This design comes from an exercise in tuning for small area, a short achievable clock period and few clock cycles on the open sky130 flow, not from production work.
Only simulation tests tie the RTL to the original design; equivalence was not proved.
No activity file was given, so power comes from the tool's default toggle rates.

==> flow/design.v (excerpt) <==
module sorted_list_pool (
  input  logic        clk_i,
  input  logic        rst_ni,
  input  logic        start,
  input  logic [1:0]  in_kind,
  input  logic [31:0] in_value,
  output logic        busy,
  output logic        res_valid_o,
  output logic [1:0]  res_status,
  output logic [3:0]  res_slot,
  output logic [31:0] res_entry_value,
  output logic [4:0]  res_removed,
  output logic        res_last
);
export LEC_CHECK = 0
export CAP_MARGIN = 5
export CORE_MARGIN = 2
export CORE_UTILIZATION = 45
export CTS_CLUSTER_DIAMETER = 133
export CTS_CLUSTER_SIZE = 20
export SETUP_SLACK_MARGIN = 5
export SLEW_MARGIN = 5
create_clock -name core_clock -period 8.0 [get_ports {clk_i}]
run.sh (not shown) runs the stock make flow with config.mk's settings and CLKGATE_MAP_FILE= SYNTH_SCRIPT=/design/flow/synth_recipe.tcl, a recipe that flattens the netlist after the stock synthesis.
Testbench counts at the start, summed over its fixed seeds: cycles 8,461.
Edit:
CAP_MARGIN = 20   (was 5)
CORE_UTILIZATION = 30   (was 45)
CTS_CLUSTER_DIAMETER = default   (was 133)
CTS_CLUSTER_SIZE = default   (was 20)
SLEW_MARGIN = 20   (was 5)
Outcome: Utilization came out lower by 16 points; worst setup slack hardly moves; design area grows by a few percent; power rises by about a fifth; die area climbs by well over a third; wire length climbs by a few percent; combinational power increases by a few percent; clock power goes up by well over a third.
Edit:
TNS_END_PERCENT = 10   (was default)
Outcome: Utilization goes down by 0.13 points. Die area stays the same. Wire length shrinks slightly. Non-clock buffer count came out lower by 13. Maximum frequency shrinks by a few percent. Synthesized area does not change. Worst hold slack hardly moves.
Edit:
CORE_UTILIZATION = 45   (was 30)
CTS_CLUSTER_DIAMETER = 133   (was default)
CTS_CLUSTER_SIZE = 24   (was default)
PLACE_DENSITY = 0.75   (was default)
TNS_END_PERCENT = default   (was 10)
Effect:
- The changed run completed without violations
- worst setup slack improves by 0.12 ns
- design area shrinks by a few percent
- via count stays flat
- wire length drops by a few percent

* * *

== run A ==
sorted_list_pool again, from the RTL that the note above started with.
==> flow/config.mk <==
export PLATFORM = sky130hd
export DESIGN_NAME = sorted_list_pool
export DESIGN_NICKNAME = sorted_list_pool
export VERILOG_FILES = /design/flow/design.v
export SDC_FILE = /design/flow/constraint.sdc
export NUM_CORES = 4
export LEC_CHECK = 0
export CAP_MARGIN = 20
export CORE_MARGIN = 2
export CORE_UTILIZATION = 45
export CTS_CLUSTER_DIAMETER = 133
export CTS_CLUSTER_SIZE = 24
export SETUP_SLACK_MARGIN = 5
export SLEW_MARGIN = 20
==> flow/constraint.sdc <==
create_clock -name core_clock -period 8.0 [get_ports {clk_i}]
set_input_delay 1.6000 -clock core_clock [delete_from_list [all_inputs] [get_ports {clk_i}]]
set_output_delay 1.6000 -clock core_clock [all_outputs]
set_load 0.01 [all_outputs]
Run A went all the way through synthesis, placement and routing and the layout is clean on timing, DRC and antenna.
Testbench counts of run A, summed over its fixed seeds: cycles 8,461.
## Diff of input files: run B against run A
- CTS_CLUSTER_DIAMETER removed (was 133)
- CORE_UTILIZATION changed from 45 to 50
- CTS_CLUSTER_SIZE removed (was 24)
### Flow results
- Run A completed; timing, DRC and antenna clean
- Run B: all stages complete, timing, DRC and antenna checks passed
- Relative to run A, clock latency of the later-clocked register in the worst-skew pair increased by 0.04 ns in run B.
- Summary of run B over run A: final worst slack lower; leakage component of the power now larger; multi-input combinational cell count essentially unchanged.
- In the metrics for run A and run B, the one carrying the lower proportion of total power due to net switching is run B.
- Compared with run A, in run B number of gates resized after CTS went up; vias after detailed routing went up; final sequential cell count did not really move; global-route wire length before repair went up.
- Compared with run A, run B shows filler-free cell count of the finished design lower by 27.
Input changes introduced in run C (baseline for comparison: run B):
- changing CORE_UTILIZATION from 50 to 30
- setting CTS_CLUSTER_SIZE to 24 for the first time
- setting CTS_CLUSTER_DIAMETER to 133 for the first time
Findings:
Run C: full flow OK, the timing, DRC and antenna checks passed. The routed wire length of run C falls short of that of run B by about 5.6%. As far as total inserted antenna cells goes, run B and run C are indistinguishable; the numbers are identical. From run B to run C the numbers moved as follows: post-route minimum period shrank by 0.065 ns; global routing usage summed across all routing layers shrank by 18 points. Per the comparison of run C with run B, cell count up about 13%; area of all placed cells without fillers down 1300 sq um; overall die area up 57000 sq um. Cmp run C vs run B: area share of buffers outside the clock network lower in run C. Highest-delay cell along the critical path: nor4_1 -> run B, or3_4 -> run C.
--- input diff run C..run D ---
- swapping 24 for 16 in CTS_CLUSTER_SIZE
- swapping 30 for 45 in CORE_UTILIZATION
### Flow results
Measured against each other, run D and run C differ in weighted congestion reported at the end of routability-driven placement, the lower figure coming from run C.
Comparing run D and run C, the higher overall track demand over capacity in global routing was measured on run D.
Run D vs run C — internal portion of total power climbed by a few percent
Run C → run D: combinational power lost about 2%; worst-case headroom to the max-slew limit lost 11 points; count of cell instances traversed by the critical path lost 6; placement-stage cell area lost about 1.8%.
Run D vs run C: buffers inserted during post-CTS setup optimization up by a little under 10%
From run C to run D the numbers moved as follows: number of rows created at floorplan decreased about 19%; power density over the cells has increased.
For run E, these inputs were changed with respect to run D:
- CTS_CLUSTER_SIZE: 16 -> 20
Findings:
Run E: all stages complete, timing, DRC and antenna checks passed. Between run D and run E, the die area does not differ in any meaningful way. Min non-clock buffer count across run E and run D: run E. The instance area after placement on run D is in line with that on run E. Compared with run D, run E shows quantity of gates resized following cts that has gone up by a few percent. | wire length | run D vs run E | ≈ equal |. Compound-gate portion of the synthesized area came out exactly the same in run E and run D.
Modified inputs, run F compared to run E
- GPL_ROUTABILITY_DRIVEN: unset -> 0
==> comparison <==
Relative to run E, run F degrades internal power.
Higher via count of the routed design among run F and run E: run F
From run E to run F the numbers moved as follows: number of tap cells inserted shows no meaningful change; worst stage delay on the critical path shows an increase of 0.03 ns; sequential group share of total power shows a reduction of 0.4 points; reported net switching power shows no meaningful change.
Of the two candidates, run E has the worse worst max-slew margin expressed relative to the limit and run F the better one.
The higher power share of the clock group of run F and run E is in run F.
Wire: run F routes less than run E
Run F vs run E, time the final worst path needs with I/O delays and setup went up by 0.048 ns.
Per the final summary, run F finished and its layout is clean on timing, DRC and antenna.

==> what the ideal ports hide <==
How much do the figures lean on ideal ports? The routed layouts below were timed once more, with nothing changed but the port constraints. Step 1: set_driving_cell puts a clkbuf_16 on clk_i and a buf_2 on each other input, an assumption about the parent block. Step 2 adds t to the input delays and takes it off the output delays; t is the mean of the earliest and latest rising clock arrival at the registers after step 1. Input paths then give back, and output paths get back, about the clock's delay inside the block. Three values: no drivers, after step 1, after step 2; two values: the first two.
run | t, ns | setup WS [ns] | slew at the worst register clock pin (ns) | worst slew at a driven data input, ns | pins driven straight from the clock port
the first run of note 1 | 0.710 | 4.997 / 4.997 / 4.453 | 0.10 / 0.10 | 0.04 | 1
the second run of note 1 | 0.792 | 4.996 / 4.959 / 4.585 | 0.07 / 0.07 | 0.06 | 1
the third run of note 1 | 0.786 | 4.803 / 4.731 / 4.483 | 0.07 / 0.07 | 0.06 | 1
the fourth run of note 1 | 0.692 | 4.924 / 4.924 / 4.337 | 0.11 / 0.11 | 0.07 | 1
run A | 0.697 | 4.926 / 4.926 / 4.395 | 0.11 / 0.11 | 0.04 | 1
run B | 0.748 | 4.894 / 4.894 / 4.318 | 0.07 / 0.07 | 0.05 | 1
run C | 0.725 | 4.959 / 4.958 / 4.589 | 0.11 / 0.11 | 0.05 | 1
run D | 0.748 | 4.930 / 4.930 / 4.432 | 0.09 / 0.09 | 0.05 | 1
run E | 0.706 | 4.988 / 4.988 / 4.393 | 0.10 / 0.10 | 0.04 | 1
run F | 0.712 | 4.940 / 4.940 / 4.371 | 0.10 / 0.10 | 0.05 | 1
After both steps every run listed still meets setup and hold. The setup slack of run E, which loses most, moves by 0.000 ns with the drivers and by -0.595 ns with both steps.
